From an optimization exercise on the open Yosys and OpenROAD flow, aimed at small area, a short achievable clock period and few clock cycles; shortcuts taken in it are not production practice. At most, simulation tests tie the RTL to the original design; equivalence was not proved.

==> v18 <==
==> flow/design.v <==
package histPkg;
    localparam int BIN_WIDTH = 6;
    localparam int COUNT_WIDTH = 8;
    localparam int HITS_PER_FRAME = 200;
endpackage
module histTop #(
    parameter int BIN_WIDTH = histPkg::BIN_WIDTH,
    parameter int COUNT_WIDTH = histPkg::COUNT_WIDTH,
    parameter int HITS_PER_FRAME = histPkg::HITS_PER_FRAME
) (
    input  logic                   clk,
    input  logic                   res,
    input  logic                   start,
    input  logic                   hitValid,
    input  logic [BIN_WIDTH-1:0]   hitBin,
    output logic                   busy,
    output logic                   collecting,
    output logic                   peakValid,
    output logic [BIN_WIDTH-1:0]   peakBin,
    output logic [COUNT_WIDTH-1:0] peakCount
);
    localparam int BINS = 2 ** BIN_WIDTH;
    localparam int HIT_COUNT_WIDTH = $clog2(HITS_PER_FRAME + 1);
    localparam logic [HIT_COUNT_WIDTH-1:0] LAST_HIT = HIT_COUNT_WIDTH'(HITS_PER_FRAME - 1);
    localparam int LO_WIDTH = 5;
    localparam int HI_WIDTH = COUNT_WIDTH - LO_WIDTH;
    localparam int SLOTS = HITS_PER_FRAME / (2 ** LO_WIDTH);
    logic startAcc;
    logic hitAccept;
    logic lastHit;
    logic [HIT_COUNT_WIDTH-1:0] hitCount;
    logic clr;
    localparam int LO_SEL = BIN_WIDTH / 2;
    localparam int HI_SEL = BIN_WIDTH - LO_SEL;
    logic                 v1;
    logic                 last1;
    logic [BIN_WIDTH-1:0] bin1;
    logic [2**LO_SEL-1:0] selLo1;
    logic [2**HI_SEL-1:0] selHi1;
    logic                   v2;
    logic                   last2;
    logic [BIN_WIDTH-1:0]   bin2;
    logic [LO_WIDTH-1:0]    lo2;
    logic [HI_WIDTH-1:0]    hi2;
    logic [SLOTS-1:0]       match2;
    logic                   same2;
    logic [COUNT_WIDTH-1:0] fwdCnt;
    logic [COUNT_WIDTH-1:0] maxCntM1;
    logic [BIN_WIDTH-1:0]   maxBinN;
    logic [LO_WIDTH-1:0]    lo [BINS];
    logic [SLOTS-1:0]       slotUsed;
    logic [BIN_WIDTH-1:0]   slotBin [SLOTS];
    logic [HI_WIDTH-1:0]    slotHi [SLOTS];
    logic [SLOTS-1:0]       match1;
    logic [HI_WIDTH-1:0]    hi1;
    logic [LO_WIDTH-1:0]    lo1;
    logic [COUNT_WIDTH-1:0] oldCnt;
    logic [COUNT_WIDTH-1:0] newCnt;
    logic [COUNT_WIDTH-1:0] cnt2;
    logic [SLOTS-1:0]       oldSlot;
    logic                   hasSlot;
    logic                   carry;
    logic [SLOTS-1:0]       freeSlot;
    logic [SLOTS-1:0]       slotWr;
    logic [LO_WIDTH-1:0]    loData;
    logic                   upd;
    logic                   done;
    assign startAcc = start && !busy;
    assign hitAccept = hitValid && collecting;
    assign lastHit = hitAccept && (hitCount == LAST_HIT);
    always_ff @(posedge clk or negedge res) begin
        if (!res) begin
            busy <= 1'b0;
            collecting <= 1'b0;
            peakValid <= 1'b0;
            peakBin <= '0;
            peakCount <= '0;
            v1 <= 1'b0;
            last1 <= 1'b0;
            v2 <= 1'b0;
            last2 <= 1'b0;
        end else begin
            v1 <= hitAccept;
            last1 <= lastHit;
            v2 <= v1;
            last2 <= last1;
            peakValid <= done;
            if (startAcc) begin
                busy <= 1'b1;
            end else if (done) begin
                busy <= 1'b0;
            end
            if (startAcc) begin
                collecting <= 1'b1;
            end else if (lastHit) begin
                collecting <= 1'b0;
            end
            if (done) begin
                peakBin <= upd ? bin2 : ~maxBinN;
                peakCount <= upd ? newCnt : maxCntM1 + 1'b1;
            end
        end
    end
    always_comb begin
        hi1 = '0;
        for (int s = 0; s < SLOTS; s++) begin
            match1[s] = slotUsed[s] && (slotBin[s] == bin1);
            if (match1[s]) begin
                hi1 = hi1 | slotHi[s];
            end
        end
    end
    always_ff @(posedge clk) begin
        clr <= startAcc;
        if (startAcc) begin
            hitCount <= '0;
        end else if (hitAccept) begin
            hitCount <= hitCount + 1'b1;
        end
    end
    always_comb begin
        logic [LO_WIDTH-1:0] part;
        lo1 = '0;
        for (int h = 0; h < 2 ** HI_SEL; h++) begin
            part = '0;
            for (int l = 0; l < 2 ** LO_SEL; l++) begin
                part = part | ({LO_WIDTH{selLo1[l]}} & lo[h * (2 ** LO_SEL) + l]);
            end
            lo1 = lo1 | ({LO_WIDTH{selHi1[h]}} & part);
        end
    end
    always_ff @(posedge clk) begin
        bin1 <= hitBin;
        for (int l = 0; l < 2 ** LO_SEL; l++) begin
            selLo1[l] <= (hitBin[LO_SEL-1:0] == LO_SEL'(l));
        end
        for (int h = 0; h < 2 ** HI_SEL; h++) begin
            selHi1[h] <= (hitBin[BIN_WIDTH-1:LO_SEL] == HI_SEL'(h));
        end
        bin2 <= bin1;
        lo2 <= lo1;
        hi2 <= hi1;
        match2 <= match1;
        same2 <= v2 && (bin2 == bin1);
        fwdCnt <= newCnt;
    end
    assign cnt2 = {hi2, lo2};
    assign oldCnt = same2 ? fwdCnt : cnt2;
    assign oldSlot = match2;
    assign newCnt = same2 ? fwdCnt + 1'b1 : cnt2 + 1'b1;
    assign hasSlot = |oldSlot;
    assign carry = same2 ? &fwdCnt[LO_WIDTH-1:0] : &lo2;
    assign freeSlot = slotUsed ^ {slotUsed[SLOTS-2:0], 1'b1};
    assign slotWr = (v2 && carry) ? (hasSlot ? oldSlot : freeSlot) : '0;
    assign upd = v2 && (same2 ? ({fwdCnt, ~bin2} >= {maxCntM1, maxBinN})
                              : ({cnt2, ~bin2} >= {maxCntM1, maxBinN}));
    assign done = v2 && last2;
    assign loData = clr ? '0 : newCnt[LO_WIDTH-1:0];
    always_ff @(posedge clk) begin
        if (clr) begin
            maxCntM1 <= '0;
            maxBinN <= '0;
        end else if (upd) begin
            maxCntM1 <= oldCnt;
            maxBinN <= ~bin2;
        end
    end
    always_ff @(posedge clk) begin
        if (clr) begin
            slotUsed <= '0;
        end else if (v2 && carry && !hasSlot) begin
            slotUsed <= {slotUsed[SLOTS-2:0], 1'b1};
        end
    end
    for (genvar s = 0; s < SLOTS; s++) begin : gSlot
        localparam int HW = $clog2((HITS_PER_FRAME - s * (2 ** LO_WIDTH)) / (2 ** LO_WIDTH) + 1);
        always_ff @(posedge clk) begin
            if (slotWr[s]) begin
                slotBin[s] <= bin2;
            end
        end
        if (HW < HI_WIDTH) begin : gNarrow
            logic [HW-1:0] hiQ;
            always_ff @(posedge clk) begin
                if (slotWr[s]) begin
                    hiQ <= newCnt[LO_WIDTH +: HW];
                end
            end
            assign slotHi[s] = HI_WIDTH'(hiQ);
        end else begin : gFull
            always_ff @(posedge clk) begin
                if (slotWr[s]) begin
                    slotHi[s] <= newCnt[COUNT_WIDTH-1:LO_WIDTH];
                end
            end
        end
    end
    for (genvar b = 0; b < BINS; b++) begin : gBin
        always_ff @(posedge clk) begin
            if (clr || (v2 && (bin2 == BIN_WIDTH'(b)))) begin
                lo[b] <= loData;
            end
        end
    end
endmodule
==> flow/run.sh <==
#!/bin/bash
# synth_recipe.tcl (not shown) runs the flow's synth.tcl, then flattens the netlist and writes it again
# the make line also repeats each setting of config.mk as NAME=value (left out here)
make -C /OpenROAD-flow-scripts/flow DESIGN_CONFIG=/design/flow/config.mk WORK_HOME=/design/flow/orfs CLKGATE_MAP_FILE= SYNTH_SCRIPT=/design/flow/synth_recipe.tcl finish
==> flow/config.mk <==
export PLATFORM = sky130hd
export DESIGN_NAME = histTop
export DESIGN_NICKNAME = histTop
export VERILOG_FILES = /design/flow/design.v
export SDC_FILE = /design/flow/constraint.sdc
export NUM_CORES = 4
export LEC_CHECK = 0
export CAP_MARGIN = 20
export CORE_MARGIN = 2
export CORE_UTILIZATION = 40
export SETUP_SLACK_MARGIN = 2.0
export SLEW_MARGIN = 20
==> flow/constraint.sdc <==
create_clock -name core_clock -period 4.2 [get_ports {clk}]
set_input_delay 0.8400 -clock core_clock [delete_from_list [all_inputs] [get_ports {clk}]]
set_output_delay 0.8400 -clock core_clock [all_outputs]
set_load 0.01 [all_outputs]
==> v36: changes against v18 <==
==> flow/design.v, changed modules only <==
module histGeq #(
    parameter int W = 14
) (
    input  logic [W-1:0] a,
    input  logic [W-1:0] b,
    output logic         ge
);
    localparam int LEVELS = $clog2(W);
    localparam int N = 2 ** LEVELS;
    logic [N-1:0] gt [LEVELS+1];
    logic [N-1:0] eq [LEVELS+1];
    for (genvar i = 0; i < N; i++) begin : gLeaf
        if (i < W) begin : gBit
            assign gt[0][i] = a[i] & ~b[i];
            assign eq[0][i] = ~(a[i] ^ b[i]);
        end else begin : gPad
            assign gt[0][i] = 1'b0;
            assign eq[0][i] = 1'b1;
        end
    end
    for (genvar l = 0; l < LEVELS; l++) begin : gLevel
        for (genvar j = 0; j < N; j++) begin : gNode
            if (j < (N >> (l + 1))) begin : gUsed
                assign gt[l+1][j] = gt[l][2*j+1] | (eq[l][2*j+1] & gt[l][2*j]);
                assign eq[l+1][j] = eq[l][2*j+1] & eq[l][2*j];
            end else begin : gUnused
                assign gt[l+1][j] = 1'b0;
                assign eq[l+1][j] = 1'b0;
            end
        end
    end
    assign ge = gt[LEVELS][0] | eq[LEVELS][0];
endmodule
module histTop #(
    parameter int BIN_WIDTH = histPkg::BIN_WIDTH,
    parameter int COUNT_WIDTH = histPkg::COUNT_WIDTH,
    parameter int HITS_PER_FRAME = histPkg::HITS_PER_FRAME
) (
    input  logic                   clk,
    input  logic                   res,
    input  logic                   start,
    input  logic                   hitValid,
    input  logic [BIN_WIDTH-1:0]   hitBin,
    output logic                   busy,
    output logic                   collecting,
    output logic                   peakValid,
    output logic [BIN_WIDTH-1:0]   peakBin,
    output logic [COUNT_WIDTH-1:0] peakCount
);
    localparam int BINS = 2 ** BIN_WIDTH;
    localparam int HIT_COUNT_WIDTH = $clog2(HITS_PER_FRAME + 1);
    function automatic logic [7:0] lfsrNext(input logic [7:0] x);
        lfsrNext = {x[6:0], ~(x[7] ^ x[5] ^ x[4] ^ x[3])};
    endfunction
    function automatic logic [7:0] lfsrAfter(input int n);
        lfsrAfter = '0;
        for (int i = 0; i < n; i++) begin
            lfsrAfter = lfsrNext(lfsrAfter);
        end
    endfunction
    localparam logic [7:0] LAST_HIT = lfsrAfter(HITS_PER_FRAME - 1);
    localparam int LO_WIDTH = 5;
    localparam int HI_WIDTH = COUNT_WIDTH - LO_WIDTH;
    localparam int SLOTS = HITS_PER_FRAME / (2 ** LO_WIDTH);
    logic startAcc;
    logic hitAccept;
    logic lastHit;
    logic [7:0] hitCount;
    logic clr;
    localparam int LO_SEL = BIN_WIDTH / 2;
    localparam int HI_SEL = BIN_WIDTH - LO_SEL;
    logic                 v1;
    logic                 last1;
    logic [BIN_WIDTH-1:0] bin1;
    logic [2**LO_SEL-1:0] selLo1;
    logic [2**HI_SEL-1:0] selHi1;
    logic                   v2;
    logic                   last2;
    logic [BIN_WIDTH-1:0]   bin2;
    logic [LO_WIDTH-1:0]    lo2;
    logic [HI_WIDTH-1:0]    hi2;
    logic [SLOTS-1:0]       wrSel2;
    logic                   hasSlot2;
    logic [2**HI_SEL-1:0]   selHi2;
    logic                   binLeA2;
    logic                   binLeB2;
    logic                   updPrev;
    logic                   same1;
    logic [COUNT_WIDTH-1:0] maxCnt;
    logic [COUNT_WIDTH-1:0] maxCntM1;
    logic [BIN_WIDTH-1:0]   maxBinN;
    logic [LO_WIDTH-1:0]    lo [BINS];
    logic [SLOTS-1:0]       slotUsed;
    logic [BIN_WIDTH-1:0]   slotBin [SLOTS];
    logic [HI_WIDTH-1:0]    slotHi [SLOTS];
    logic [SLOTS-1:0]       match1;
    logic [HI_WIDTH-1:0]    hi1;
    logic [LO_WIDTH-1:0]    lo1;
    logic [COUNT_WIDTH-1:0] oldCnt;
    logic [COUNT_WIDTH-1:0] newCnt;
    logic [COUNT_WIDTH-1:0] cnt2;
    logic                   hasSlot;
    logic                   carry;
    logic [SLOTS-1:0]       freeSlot;
    logic [SLOTS-1:0]       freeNext;
    logic [SLOTS-1:0]       slotWr;
    logic [LO_WIDTH-1:0]    loData;
    logic                   upd;
    logic                   done;
    function automatic logic [COUNT_WIDTH-1:0] incr(input logic [COUNT_WIDTH-1:0] x);
        logic c;
        c = 1'b1;
        for (int i = 0; i < COUNT_WIDTH; i++) begin
            incr[i] = x[i] ^ c;
            c = c & x[i];
        end
    endfunction
    logic binLe;
    assign startAcc = start && !busy;
    assign hitAccept = hitValid && collecting;
    assign lastHit = hitAccept && (hitCount == LAST_HIT);
    always_ff @(posedge clk or negedge res) begin
        if (!res) begin
            busy <= 1'b0;
            collecting <= 1'b0;
            peakValid <= 1'b0;
            peakBin <= '0;
            peakCount <= '0;
            v1 <= 1'b0;
            last1 <= 1'b0;
            v2 <= 1'b0;
            last2 <= 1'b0;
        end else begin
            v1 <= hitAccept;
            last1 <= lastHit;
            v2 <= v1;
            last2 <= last1;
            peakValid <= done;
            if (startAcc) begin
                busy <= 1'b1;
            end else if (done) begin
                busy <= 1'b0;
            end
            if (startAcc) begin
                collecting <= 1'b1;
            end else if (lastHit) begin
                collecting <= 1'b0;
            end
            if (done) begin
                peakBin <= upd ? bin2 : ~maxBinN;
                peakCount <= upd ? newCnt : maxCnt;
            end
        end
    end
    always_comb begin
        hi1 = '0;
        for (int s = 0; s < SLOTS; s++) begin
            match1[s] = slotUsed[s] && (slotBin[s] == bin1);
            if (match1[s]) begin
                hi1 = hi1 | slotHi[s];
            end
        end
    end
    always_ff @(posedge clk) begin
        clr <= startAcc;
        if (startAcc) begin
            hitCount <= '0;
        end else if (hitAccept) begin
            hitCount <= lfsrNext(hitCount);
        end
    end
    always_comb begin
        logic [LO_WIDTH-1:0] part;
        lo1 = '0;
        for (int h = 0; h < 2 ** HI_SEL; h++) begin
            part = '0;
            for (int l = 0; l < 2 ** LO_SEL; l++) begin
                part = part | ({LO_WIDTH{selLo1[l]}} & lo[h * (2 ** LO_SEL) + l]);
            end
            lo1 = lo1 | ({LO_WIDTH{selHi1[h]}} & part);
        end
    end
    always_ff @(posedge clk) begin
        bin1 <= hitBin;
        for (int l = 0; l < 2 ** LO_SEL; l++) begin
            selLo1[l] <= (hitBin[LO_SEL-1:0] == LO_SEL'(l));
        end
        for (int h = 0; h < 2 ** HI_SEL; h++) begin
            selHi1[h] <= (hitBin[BIN_WIDTH-1:LO_SEL] == HI_SEL'(h));
        end
        bin2 <= bin1;
        {hi2, lo2} <= same1 ? newCnt : {hi1, lo1};
        binLeA2 <= (bin1 <= ~maxBinN);
        binLeB2 <= (bin1 <= bin2);
        updPrev <= upd;
        wrSel2 <= v1 ? ((|match1) ? match1 : freeNext) : '0;
        hasSlot2 <= |match1;
        selHi2 <= v1 ? selHi1 : '0;
    end
    assign same1 = v2 && (bin2 == bin1);
    assign cnt2 = {hi2, lo2};
    assign oldCnt = cnt2;
    assign newCnt = incr(cnt2);
    assign hasSlot = hasSlot2;
    assign carry = &lo2;
    assign freeSlot = slotUsed ^ {slotUsed[SLOTS-2:0], 1'b1};
    assign freeNext = (v2 && carry && !hasSlot) ? {freeSlot[SLOTS-2:0], 1'b0} : freeSlot;
    assign slotWr = carry ? wrSel2 : '0;
    assign binLe = updPrev ? binLeB2 : binLeA2;
    assign upd = v2 && ((cnt2 == maxCnt) || ((cnt2 == maxCntM1) && binLe));
    assign done = v2 && last2;
    assign loData = clr ? '0 : newCnt[LO_WIDTH-1:0];
    always_ff @(posedge clk) begin
        if (clr) begin
            maxCnt <= COUNT_WIDTH'(1);
            maxCntM1 <= '0;
            maxBinN <= '0;
        end else if (upd) begin
            maxCnt <= newCnt;
            maxCntM1 <= oldCnt;
            maxBinN <= ~bin2;
        end
    end
    always_ff @(posedge clk) begin
        if (clr) begin
            slotUsed <= '0;
        end else if (v2 && carry && !hasSlot) begin
            slotUsed <= {slotUsed[SLOTS-2:0], 1'b1};
        end
    end
    for (genvar s = 0; s < SLOTS; s++) begin : gSlot
        localparam int HW = $clog2((HITS_PER_FRAME - s * (2 ** LO_WIDTH)) / (2 ** LO_WIDTH) + 1);
        always_ff @(posedge clk) begin
            if (slotWr[s]) begin
                slotBin[s] <= bin2;
            end
        end
        if (HW < HI_WIDTH) begin : gNarrow
            logic [HW-1:0] hiQ;
            always_ff @(posedge clk) begin
                if (slotWr[s]) begin
                    hiQ <= newCnt[LO_WIDTH +: HW];
                end
            end
            assign slotHi[s] = HI_WIDTH'(hiQ);
        end else begin : gFull
            always_ff @(posedge clk) begin
                if (slotWr[s]) begin
                    slotHi[s] <= newCnt[COUNT_WIDTH-1:LO_WIDTH];
                end
            end
        end
    end
    for (genvar b = 0; b < BINS; b++) begin : gBin
        always_ff @(posedge clk) begin
            if (clr || (selHi2[b / (2 ** LO_SEL)] && (bin2[LO_SEL-1:0] == LO_SEL'(b % (2 ** LO_SEL))))) begin
                lo[b] <= loData;
            end
        end
    end
endmodule
- CAP_MARGIN: 20 -> 0
- CTS_CLUSTER_DIAMETER: default -> 100
- CTS_CLUSTER_SIZE: default -> 25
- SETUP_SLACK_MARGIN: 2.0 -> 2.2
- SLEW_MARGIN: 20 -> 0
==> v20: changes against v18 <==
==> flow/design.v, changed modules only <==
module histGeq #(
    parameter int W = 14
) (
    input  logic [W-1:0] a,
    input  logic [W-1:0] b,
    output logic         ge
);
    localparam int LEVELS = $clog2(W);
    localparam int N = 2 ** LEVELS;
    logic [N-1:0] gt [LEVELS+1];
    logic [N-1:0] eq [LEVELS+1];
    for (genvar i = 0; i < N; i++) begin : gLeaf
        if (i < W) begin : gBit
            assign gt[0][i] = a[i] & ~b[i];
            assign eq[0][i] = ~(a[i] ^ b[i]);
        end else begin : gPad
            assign gt[0][i] = 1'b0;
            assign eq[0][i] = 1'b1;
        end
    end
    for (genvar l = 0; l < LEVELS; l++) begin : gLevel
        for (genvar j = 0; j < N; j++) begin : gNode
            if (j < (N >> (l + 1))) begin : gUsed
                assign gt[l+1][j] = gt[l][2*j+1] | (eq[l][2*j+1] & gt[l][2*j]);
                assign eq[l+1][j] = eq[l][2*j+1] & eq[l][2*j];
            end else begin : gUnused
                assign gt[l+1][j] = 1'b0;
                assign eq[l+1][j] = 1'b0;
            end
        end
    end
    assign ge = gt[LEVELS][0] | eq[LEVELS][0];
endmodule
module histTop #(
    parameter int BIN_WIDTH = histPkg::BIN_WIDTH,
    parameter int COUNT_WIDTH = histPkg::COUNT_WIDTH,
    parameter int HITS_PER_FRAME = histPkg::HITS_PER_FRAME
) (
    input  logic                   clk,
    input  logic                   res,
    input  logic                   start,
    input  logic                   hitValid,
    input  logic [BIN_WIDTH-1:0]   hitBin,
    output logic                   busy,
    output logic                   collecting,
    output logic                   peakValid,
    output logic [BIN_WIDTH-1:0]   peakBin,
    output logic [COUNT_WIDTH-1:0] peakCount
);
    localparam int BINS = 2 ** BIN_WIDTH;
    localparam int HIT_COUNT_WIDTH = $clog2(HITS_PER_FRAME + 1);
    function automatic logic [7:0] lfsrNext(input logic [7:0] x);
        lfsrNext = {x[6:0], ~(x[7] ^ x[5] ^ x[4] ^ x[3])};
    endfunction
    function automatic logic [7:0] lfsrAfter(input int n);
        lfsrAfter = '0;
        for (int i = 0; i < n; i++) begin
            lfsrAfter = lfsrNext(lfsrAfter);
        end
    endfunction
    localparam logic [7:0] LAST_HIT = lfsrAfter(HITS_PER_FRAME - 1);
    localparam int LO_WIDTH = 5;
    localparam int HI_WIDTH = COUNT_WIDTH - LO_WIDTH;
    localparam int SLOTS = HITS_PER_FRAME / (2 ** LO_WIDTH);
    logic startAcc;
    logic hitAccept;
    logic lastHit;
    logic [7:0] hitCount;
    logic clr;
    localparam int LO_SEL = BIN_WIDTH / 2;
    localparam int HI_SEL = BIN_WIDTH - LO_SEL;
    logic                 v1;
    logic                 last1;
    logic [BIN_WIDTH-1:0] bin1;
    logic [2**LO_SEL-1:0] selLo1;
    logic [2**HI_SEL-1:0] selHi1;
    logic                   v2;
    logic                   last2;
    logic [BIN_WIDTH-1:0]   bin2;
    logic [LO_WIDTH-1:0]    lo2;
    logic [HI_WIDTH-1:0]    hi2;
    logic [SLOTS-1:0]       wrSel2;
    logic                   hasSlot2;
    logic [2**HI_SEL-1:0]   selHi2;
    logic                   binLeA2;
    logic                   binLeB2;
    logic                   updPrev;
    logic                   same1;
    logic [COUNT_WIDTH-1:0] maxCnt;
    logic [COUNT_WIDTH-1:0] maxCntM1;
    logic [BIN_WIDTH-1:0]   maxBinN;
    logic [LO_WIDTH-1:0]    lo [BINS];
    logic [SLOTS-1:0]       slotUsed;
    logic [BIN_WIDTH-1:0]   slotBin [SLOTS];
    logic [HI_WIDTH-1:0]    slotHi [SLOTS];
    logic [SLOTS-1:0]       match1;
    logic [HI_WIDTH-1:0]    hi1;
    logic [LO_WIDTH-1:0]    lo1;
    logic [COUNT_WIDTH-1:0] oldCnt;
    logic [COUNT_WIDTH-1:0] newCnt;
    logic [COUNT_WIDTH-1:0] cnt2;
    logic                   hasSlot;
    logic                   carry;
    logic [SLOTS-1:0]       freeSlot;
    logic [SLOTS-1:0]       freeNext;
    logic [SLOTS-1:0]       slotWr;
    logic [LO_WIDTH-1:0]    loData;
    logic                   upd;
    logic                   done;
    function automatic logic [COUNT_WIDTH-1:0] incr(input logic [COUNT_WIDTH-1:0] x);
        logic c;
        c = 1'b1;
        for (int i = 0; i < COUNT_WIDTH; i++) begin
            incr[i] = x[i] ^ c;
            c = c & x[i];
        end
    endfunction
    logic binLe;
    assign startAcc = start && !busy;
    assign hitAccept = hitValid && collecting;
    assign lastHit = hitAccept && (hitCount == LAST_HIT);
    always_ff @(posedge clk or negedge res) begin
        if (!res) begin
            busy <= 1'b0;
            collecting <= 1'b0;
            peakValid <= 1'b0;
            peakBin <= '0;
            peakCount <= '0;
            v1 <= 1'b0;
            last1 <= 1'b0;
            v2 <= 1'b0;
            last2 <= 1'b0;
        end else begin
            v1 <= hitAccept;
            last1 <= lastHit;
            v2 <= v1;
            last2 <= last1;
            peakValid <= done;
            if (startAcc) begin
                busy <= 1'b1;
            end else if (done) begin
                busy <= 1'b0;
            end
            if (startAcc) begin
                collecting <= 1'b1;
            end else if (lastHit) begin
                collecting <= 1'b0;
            end
            if (done) begin
                peakBin <= upd ? bin2 : ~maxBinN;
                peakCount <= upd ? newCnt : maxCnt;
            end
        end
    end
    always_comb begin
        hi1 = '0;
        for (int s = 0; s < SLOTS; s++) begin
            match1[s] = slotUsed[s] && (slotBin[s] == bin1);
            if (match1[s]) begin
                hi1 = hi1 | slotHi[s];
            end
        end
    end
    always_ff @(posedge clk) begin
        clr <= startAcc;
        if (startAcc) begin
            hitCount <= '0;
        end else if (hitAccept) begin
            hitCount <= lfsrNext(hitCount);
        end
    end
    always_comb begin
        logic [LO_WIDTH-1:0] part;
        lo1 = '0;
        for (int h = 0; h < 2 ** HI_SEL; h++) begin
            part = '0;
            for (int l = 0; l < 2 ** LO_SEL; l++) begin
                part = part | ({LO_WIDTH{selLo1[l]}} & lo[h * (2 ** LO_SEL) + l]);
            end
            lo1 = lo1 | ({LO_WIDTH{selHi1[h]}} & part);
        end
    end
    always_ff @(posedge clk) begin
        bin1 <= hitBin;
        for (int l = 0; l < 2 ** LO_SEL; l++) begin
            selLo1[l] <= (hitBin[LO_SEL-1:0] == LO_SEL'(l));
        end
        for (int h = 0; h < 2 ** HI_SEL; h++) begin
            selHi1[h] <= (hitBin[BIN_WIDTH-1:LO_SEL] == HI_SEL'(h));
        end
        bin2 <= bin1;
        {hi2, lo2} <= same1 ? newCnt : {hi1, lo1};
        binLeA2 <= (bin1 <= ~maxBinN);
        binLeB2 <= (bin1 <= bin2);
        updPrev <= upd;
        wrSel2 <= v1 ? ((|match1) ? match1 : freeNext) : '0;
        hasSlot2 <= |match1;
        selHi2 <= v1 ? selHi1 : '0;
    end
    assign same1 = v2 && (bin2 == bin1);
    assign cnt2 = {hi2, lo2};
    assign oldCnt = cnt2;
    assign newCnt = incr(cnt2);
    assign hasSlot = hasSlot2;
    assign carry = &lo2;
    assign freeSlot = slotUsed ^ {slotUsed[SLOTS-2:0], 1'b1};
    assign freeNext = (v2 && carry && !hasSlot) ? {freeSlot[SLOTS-2:0], 1'b0} : freeSlot;
    assign slotWr = carry ? wrSel2 : '0;
    assign binLe = updPrev ? binLeB2 : binLeA2;
    assign upd = v2 && ((cnt2 == maxCnt) || ((cnt2 == maxCntM1) && binLe));
    assign done = v2 && last2;
    assign loData = clr ? '0 : newCnt[LO_WIDTH-1:0];
    always_ff @(posedge clk) begin
        if (clr) begin
            maxCnt <= COUNT_WIDTH'(1);
            maxCntM1 <= '0;
            maxBinN <= '0;
        end else if (upd) begin
            maxCnt <= newCnt;
            maxCntM1 <= oldCnt;
            maxBinN <= ~bin2;
        end
    end
    always_ff @(posedge clk) begin
        if (clr) begin
            slotUsed <= '0;
        end else if (v2 && carry && !hasSlot) begin
            slotUsed <= {slotUsed[SLOTS-2:0], 1'b1};
        end
    end
    for (genvar s = 0; s < SLOTS; s++) begin : gSlot
        localparam int HW = $clog2((HITS_PER_FRAME - s * (2 ** LO_WIDTH)) / (2 ** LO_WIDTH) + 1);
        always_ff @(posedge clk) begin
            if (slotWr[s]) begin
                slotBin[s] <= bin2;
            end
        end
        if (HW == 1) begin : gOne
            assign slotHi[s] = HI_WIDTH'(1);
        end else if (HW < HI_WIDTH) begin : gNarrow
            logic [HW-1:0] hiQ;
            always_ff @(posedge clk) begin
                if (slotWr[s]) begin
                    hiQ <= newCnt[LO_WIDTH +: HW];
                end
            end
            assign slotHi[s] = HI_WIDTH'(hiQ);
        end else begin : gFull
            always_ff @(posedge clk) begin
                if (slotWr[s]) begin
                    slotHi[s] <= newCnt[COUNT_WIDTH-1:LO_WIDTH];
                end
            end
        end
    end
    for (genvar b = 0; b < BINS; b++) begin : gBin
        always_ff @(posedge clk) begin
            if (clr || (selHi2[b / (2 ** LO_SEL)] && (bin2[LO_SEL-1:0] == LO_SEL'(b % (2 ** LO_SEL))))) begin
                lo[b] <= loData;
            end
        end
    end
endmodule
- CAP_MARGIN: 20 -> 0
- CTS_CLUSTER_DIAMETER: default -> 100
- CTS_CLUSTER_SIZE: default -> 25
- SETUP_SLACK_MARGIN: 2.0 -> 2.15
- SLEW_MARGIN: 20 -> 0
==> results.json <==
{
  "ys_types": 51,
  "pg_clk_mw": 2.52,
  "path_buf_inv": 1,
  "syn_avg_cell_area_um2": 15.1,
  "crit_family": "flip-flops",
  "status": "no timing/DRC/antenna violations",
  "syn_nets": 1246,
  "synthArstFlopShare_pct": 4.36,
  "wl_met2_um": 21900,
  "sequentialPowerShare_pct": 59.6
}
the above is filed under v36

==> results.json <==
{
  "wl_met2_um": 24000,
  "sequentialPowerShare_pct": 46.1,
  "ys_types": 54,
  "crit_family": "simple AND/OR/NAND/NOR gates",
  "status": "no timing/DRC/antenna violations",
  "synthArstFlopShare_pct": 4.46,
  "path_buf_inv": 4,
  "pg_clk_mw": 4.33,
  "synth_mux_area_share_pct": 0.886
}
the above is filed under v18

==> results.json <==
{
  "synthArstFlopShare_pct": 4.37,
  "crit_family": "compound AO/OA/AOI/OAI gates",
  "path_buf_inv": 1,
  "finalHoldViolations": 0,
  "sequentialPowerShare_pct": 61.0,
  "wl_met2_um": 21300,
  "status": "no timing/DRC/antenna violations",
  "ys_types": 52,
  "pg_clk_mw": 2.53,
  "regArea_um2": 13500,
  "reg2reg_slack_ns": 2.18
}
the above is filed under v20

Testbench counts of v36, summed over its fixed seeds: cycles 55,492.
Testbench counts of v20, summed over its fixed seeds: cycles 55,492.
Only the layout flow was run in v18; the RTL was not checked for function there.

-- afterwards: timing with drivers on the ports --
In the flow no input, the clock included, has a driving cell. The finished layouts below were timed again as built, in two steps. Step 1 sets driving cells, clkbuf_16 on the clock port and buf_2 on the other inputs (assumed; they add their load-dependent delay and slew). Step 2 times the ports against the registers' clock, not the clock port: input delays grow and output delays shrink by t, the midpoint of the rising clock arrivals with the driver on. Slacks: no drivers / after step 1 / after step 2; pairs: no drivers / after step 1.
run	t, ns	slack for setup (ns)	clock arrival spread, ns	slew at the worst register clock pin (ns)
v18	0.633	1.830 / 1.830 / 1.830	0.026 / 0.025	0.07 / 0.07
v36	0.609	2.243 / 2.189 / 1.953	0.024 / 0.023	0.11 / 0.11
v20	0.611	2.179 / 2.161 / 1.944	0.023 / 0.023	0.10 / 0.10
After both steps setup and hold are still met in every run listed. The setup slack of v36, which loses most, moves by -0.054 ns with the drivers and by -0.290 ns with both steps.
